This is an optimization exercise on Yosys and OpenROAD, whose aim is small area, not a production implementation. Function was checked by simulation only, so behaviour that the tests miss may differ from the original. Power is estimated from default activity; no workload was simulated.

Setup of v13:
==> flow/design.v (excerpt) <==
module gameTop
(
   input  logic        clk,
   input  logic        reset_n,
   input  logic [3:0]  pad1,
   input  logic [3:0]  pad2,
   input  logic        wbCyc,
   input  logic        wbStb,
   input  logic        wbWe,
   input  logic [2:0]  wbAdr,
   input  logic [31:0] wbDatW,
   output logic [31:0] wbDatR,
   output logic        wbAck,
   output logic [24:0] view1,
   output logic [24:0] view2,
   output logic [1:0]  frameSync
);
Size: ~6600 um^2 of cells after synthesis.
Settings: LEC_CHECK=0, CAP_MARGIN=20, CORE_MARGIN=2, CORE_UTILIZATION=40, GPL_TIMING_DRIVEN=0, SLEW_MARGIN=20; clock period 10.0 ns.
standard.sh (not shown) runs the stock make flow with config.mk's settings and CLKGATE_MAP_FILE= SYNTH_SCRIPT=/design/flow/synth_recipe.tcl, a recipe that flattens the netlist after the stock synthesis.
==> flow/flow/run.sh <==
#!/bin/bash
# Standard ORFS layout with three changes: the standard synthesis netlist's
# combinational logic is re-mapped for area (flow/remap.tcl, registers kept
# as they are), ports get plain buf_1 buffers, and the clock tree is built
# from small clock buffers without dummy loads.
set -euo pipefail
ARGS=(
  "BUFFER_PORTS_ARGS=-buffer_cell sky130_fd_sc_hd__buf_1"
  "CTS_ARGS=-sink_clustering_enable -repair_clock_nets -dont_use_dummy_load -sink_clustering_size 10 -buf_list {sky130_fd_sc_hd__clkbuf_2 sky130_fd_sc_hd__clkbuf_4}"
)
RES="$PWD/orfs/results/$FLOW_PLATFORM/gameTop/base"
bash standard.sh "${ARGS[@]}" synth > synth.log 2>&1
cp "$RES/1_2_yosys.v" "$RES/1_2_yosys_standard.v"
REMAP_LIB="$FLOW_HOME/platforms/$FLOW_PLATFORM/lib/sky130_fd_sc_hd__tt_025C_1v80.lib" \
REMAP_IN="$RES/1_2_yosys_standard.v" REMAP_OUT="$RES/1_2_yosys.v" REMAP_TOP="$FLOW_TOP" \
  "$FLOW_HOME/../tools/install/yosys/bin/yosys" -c flow/remap.tcl > remap.log 2>&1
rm -f "$RES/1_synth.odb"
bash standard.sh "${ARGS[@]}" finish > finish.log 2>&1
Other scripts of this flow, unchanged in this note and not shown: flow/flow/remap.tcl
What v23 does differently from v13 at the input level:
diff --git a/flow/config.mk b/flow/config.mk
--- a/flow/config.mk
+++ b/flow/config.mk
@@ -9,4 +9,3 @@
 export CORE_MARGIN = 2
 export CORE_UTILIZATION = 40
-export GPL_TIMING_DRIVEN = 0
 export SLEW_MARGIN = 20
### Flow results
Lower non-clock buffer count goes to v23 over v13. Maximum single-stage delay on the critical path came out higher on v23 than on v13. v23 ended up with a lower final worst hold slack than v13 did. Diff v23..v13 | non-clock inverter instance count of the final layout | unchanged. Total internal power, v13 and v23: lower on v23. Number of buffers inserted during clock tree synthesis came out exactly the same in v13 and v23. Compared with v13, in v23 largest net degree at the start of global routing now sits higher, proportion of final cell area spent on non-clock buffers now sits lower.
The inputs of v30 differ from those of v23 as listed below.
diff --git a/flow/config.mk b/flow/config.mk
--- a/flow/config.mk
+++ b/flow/config.mk
@@ -8,4 +8,4 @@
 export CAP_MARGIN = 20
 export CORE_MARGIN = 2
-export CORE_UTILIZATION = 40
+export CORE_UTILIZATION = 65
 export SLEW_MARGIN = 20
## What came out
v30 reached the final stage; the timing, design-rule and antenna checks on its layout passed.
Going from v23 to v30, first-pass GRT wire length now smaller; core area now smaller; buffer share of cell area comparable; post-layout instance area now smaller.
Comparing v23 and v30, the lower die area is on v30.
The clock power was comparable across v23 and v30.
In terms of clock network area share, v23 and v30 differ only marginally.
v30: register share of total power lower than v23


== exp/indigo ==
gameTop, a different RTL version from the one above (not shown whole).
Size: roughly 700 cells after synthesis, about 130 flip-flops, roughly 130 I/O pins.
==> flow/design.v (excerpt) <==
module gameTop
(
   input  logic        clk,
   input  logic        reset_n,
   input  logic [3:0]  pad1,
   input  logic [3:0]  pad2,
   input  logic        wbCyc,
   input  logic        wbStb,
   input  logic        wbWe,
   input  logic [2:0]  wbAdr,
   input  logic [31:0] wbDatW,
   output logic [31:0] wbDatR,
   output logic        wbAck,
   output logic [24:0] view1,
   output logic [24:0] view2,
   output logic [1:0]  frameSync
);
   logic eof, sof, step1, upd1, step2, upd2;
   logic [9:0] speed1, speed2, speed1Next, speed2Next;
   logic [21:0] pos1, pos2;
   assign frameSync = {sof, eof};
   frameTimer timer
   (
      .clk(clk), .reset_n(reset_n), .eof(eof), .sof(sof), .step1(step1), .upd1(upd1),
      .step2(step2), .upd2(upd2)
   );
   gameRegs regs
   (
      .clk(clk), .reset_n(reset_n), .wbCyc(wbCyc), .wbStb(wbStb), .wbWe(wbWe),
      .wbAdr(wbAdr), .wbDatW(wbDatW), .eof(eof), .pos1(pos1), .pos2(pos2),
      .wbDatR(wbDatR), .wbAck(wbAck), .speed1(speed1), .speed2(speed2),
  ...
export LEC_CHECK = 0
export CAP_MARGIN = 20
export CORE_MARGIN = 2
export CORE_UTILIZATION = 40
export SLEW_MARGIN = 20
create_clock -name core_clock -period 10.0 [get_ports {clk}]
==> flow/flow/run.sh <==
#!/bin/bash
# Standard ORFS layout, with plain buf_1 port buffers and a clock tree built
# from small clock buffers without dummy loads.
bash standard.sh \
  "BUFFER_PORTS_ARGS=-buffer_cell sky130_fd_sc_hd__buf_1" \
  "CTS_ARGS=-sink_clustering_enable -repair_clock_nets -dont_use_dummy_load -sink_clustering_size 30 -sink_clustering_max_diameter 100 -buf_list {sky130_fd_sc_hd__clkbuf_4 sky130_fd_sc_hd__clkbuf_8}" \
  finish > standard_run.log 2>&1
#### Input delta (exp/yarrow over exp/indigo)
==> flow/flow/run.sh <==
#!/bin/bash
# Standard ORFS layout, with plain buf_1 port buffers and a clock tree built
# from small clock buffers without dummy loads.
bash standard.sh \
  "BUFFER_PORTS_ARGS=-buffer_cell sky130_fd_sc_hd__buf_1" \
  "CTS_ARGS=-sink_clustering_enable -repair_clock_nets -dont_use_dummy_load -root_buf sky130_fd_sc_hd__clkbuf_8 -buf_list {sky130_fd_sc_hd__clkbuf_4}" \
  finish > standard_run.log 2>&1
Notes after the runs:
Diff exp/indigo -> exp/yarrow: switching power shows a reduction of about 4.7%, global-route wire length before repair shows no meaningful change, clock period minus worst slack shows an increase of 31 ps, via count of the first global-routing pass shows an increase of about 1%.
| total power after layout | exp/yarrow vs exp/indigo | better |
The run showing the greater met2 layer wire length in the routed design is exp/indigo.
Compared to exp/indigo, exp/yarrow has utilization after layout 0.56 points lower.
Total routing usage reported by global routing across exp/indigo and exp/yarrow: no real change.
Changes in exp/zinc relative to exp/yarrow:
==> flow/flow/run.sh <==
#!/bin/bash
# Standard ORFS layout, with plain buf_1 port buffers and a clock tree built
# from small clock buffers without dummy loads.
bash standard.sh \
  "BUFFER_PORTS_ARGS=-buffer_cell sky130_fd_sc_hd__buf_1" \
  "CTS_ARGS=-sink_clustering_enable -repair_clock_nets -dont_use_dummy_load -sink_clustering_size 10 -buf_list {sky130_fd_sc_hd__clkbuf_2 sky130_fd_sc_hd__clkbuf_4}" \
  RECOVER_POWER=100 \
  finish > standard_run.log 2>&1
Notes after the runs:
exp/zinc finished all stages; layout check result: FAIL, due to capacitance limit, slew limit.
Between exp/yarrow and exp/zinc, highest achievable clock rate is lower for exp/zinc, exp/yarrow comes in above that.
exp/zinc vs exp/yarrow — total power of the final layout dropped slightly
The global-route wire length before repair reported for exp/zinc is smaller than that of exp/yarrow by 140 um.
Going from exp/yarrow to exp/zinc, overall routed net length now larger, x dimension of the die comparable, hold slack comparable.
For exp/fjord, these inputs were changed with respect to exp/zinc:
- CORE_UTILIZATION: 40 -> 60
==> flow/flow/run.sh <==
#!/bin/bash
# Standard ORFS layout, with plain buf_1 port buffers and a clock tree built
# from small clock buffers without dummy loads.
bash standard.sh \
  "BUFFER_PORTS_ARGS=-buffer_cell sky130_fd_sc_hd__buf_1" \
  "CTS_ARGS=-sink_clustering_enable -repair_clock_nets -dont_use_dummy_load -sink_clustering_size 10 -buf_list {sky130_fd_sc_hd__clkbuf_2 sky130_fd_sc_hd__clkbuf_4}" \
  finish > standard_run.log 2>&1
[summary]
exp/fjord closes out successfully: all stages finished, all timing, DRC and antenna checks passed. Taking exp/zinc over exp/fjord, the area inside the core boundary ratio works out to 1.5. Taking exp/zinc over exp/fjord, the number of tap instances ratio works out to 1.6. Taking exp/zinc over exp/fjord, the count of filler cells inserted in the layout ratio works out to 1.8. exp/fjord against exp/zinc: post-route total power shows an increase of about 0.6%, die area shows a reduction of about 32%. exp/fjord vs exp/zinc: post-route minimum period down. Relative to exp/zinc, sum of routed wire segments on met1 has gone down in exp/fjord. Worst hold margin | exp/fjord below exp/zinc. The higher all-layer global routing usage came out of exp/fjord. On relative slew slack, exp/fjord does better than exp/zinc. The core of exp/fjord is more densely filled than that of exp/zinc.


## try-fjord
gameTop, a different RTL version from the one above (not shown whole).
For scale: about 690 cells after synthesis, ~130 flip-flops, roughly 130 I/O pins, about 7600 sq um of cells after synthesis.
// gameTop
module gameTop
(
   input  logic        clk,
   input  logic        reset_n,
   input  logic [3:0]  pad1,
   input  logic [3:0]  pad2,
   input  logic        wbCyc,
   input  logic        wbStb,
   input  logic        wbWe,
   input  logic [2:0]  wbAdr,
   input  logic [31:0] wbDatW,
   output logic [31:0] wbDatR,
   output logic        wbAck,
   output logic [24:0] view1,
   output logic [24:0] view2,
   output logic [1:0]  frameSync
);
clock: 10.0 ns
lec_check: 0
cap_margin: 20
core_margin: 2
core_utilization: 40
slew_margin: 20
==> flow/flow/run.sh <==
#!/bin/bash
# Standard ORFS layout, with plain buf_1 port buffers and a clock tree built
# from small clock buffers without dummy loads.
bash standard.sh \
  "BUFFER_PORTS_ARGS=-buffer_cell sky130_fd_sc_hd__buf_1" \
  "CTS_ARGS=-sink_clustering_enable -repair_clock_nets -dont_use_dummy_load -buf_list {sky130_fd_sc_hd__clkbuf_4 sky130_fd_sc_hd__clkbuf_8}" \
  finish > standard_run.log 2>&1
try-fjord went all the way through synthesis, placement and routing and the layout is clean on timing, DRC and antenna.
Input-level comparison between try-quartz and try-fjord:
==> flow/flow/run.sh <==
#!/bin/bash
# Standard ORFS layout, with plain buf_1 port buffers and a clock tree built
# from small clock buffers without dummy loads.
bash standard.sh \
  "BUFFER_PORTS_ARGS=-buffer_cell sky130_fd_sc_hd__buf_1" \
  "CTS_ARGS=-sink_clustering_enable -repair_clock_nets -dont_use_dummy_load -sink_clustering_size 10 -buf_list {sky130_fd_sc_hd__clkbuf_2 sky130_fd_sc_hd__clkbuf_4}" \
  finish > standard_run.log 2>&1
--- outcome ---
- Of try-quartz and try-fjord, it is try-quartz that has the lower static leakage power.
- Finished layout cell area shrinks slightly when moving from try-fjord to try-quartz.
- In the flow results for try-fjord and try-quartz, the portion of total power attributed to combinational logic is smaller on try-fjord.
- There was hardly any difference in via count between try-fjord and try-quartz.
- In terms of total length of routed wires, try-quartz and try-fjord differ only marginally.
- Taking try-fjord as the reference, in try-quartz number of antenna violations at the first check in global routing +1, number of inserted filler cells in the final layout +15, power -0.000084 W.
- The setup slack of try-quartz is larger than that of try-fjord.
- try-fjord has higher area growth from synthesis to layout than try-quartz.
- Worst hold slack delta for try-quartz relative to try-fjord: 0.0044 ns higher

==> re-timing with driven ports <==
In the flow no input, the clock included, has a driving cell. The finished layouts below were timed again as built, in two steps.
Step 1, drivers: a clkbuf_16 drives clk and a buf_2 each remaining input, both assumed.
Step 2 times the ports against the registers' clock, not the clock port: input delays grow and output delays shrink by t, the midpoint of the rising clock arrivals with the driver on.
Slacks: no drivers / after step 1 / after step 2; pairs: no drivers / after step 1.
run	shift t [ns]	slack for setup (ns)	hold WS [ns]	worst register clock-pin slew, ns	worst slew at a driven data input, ns
v13	0.571	0.969 / 0.988 / 0.418	0.463 / 0.463 / 0.463	0.12 / 0.12	0.04
v23	0.555	1.261 / 1.267 / 0.712	0.459 / 0.459 / 0.459	0.11 / 0.11	0.04
v30	0.574	1.323 / 1.335 / 0.761	0.454 / 0.454 / 0.454	0.12 / 0.12	0.04
exp/indigo	0.469	2.156 / 2.158 / 1.704	0.455 / 0.455 / 0.455	0.08 / 0.08	0.04
exp/yarrow	0.446	2.125 / 2.142 / 1.696	0.461 / 0.461 / 0.461	0.12 / 0.12	0.04
exp/zinc	0.557	1.682 / 1.695 / 1.137	0.463 / 0.463 / 0.463	0.12 / 0.12	0.04
exp/fjord	0.567	2.080 / 2.080 / 1.726	0.460 / 0.460 / 0.460	0.12 / 0.12	0.04
try-fjord	0.470	2.031 / 2.045 / 1.575	0.444 / 0.444 / 0.444	0.07 / 0.07	0.05
try-quartz	0.569	2.074 / 2.088 / 1.519	0.448 / 0.448 / 0.448	0.11 / 0.11	0.05
The setup slack of v30, which loses most, moves by +0.012 ns with the drivers and by -0.562 ns with both steps.
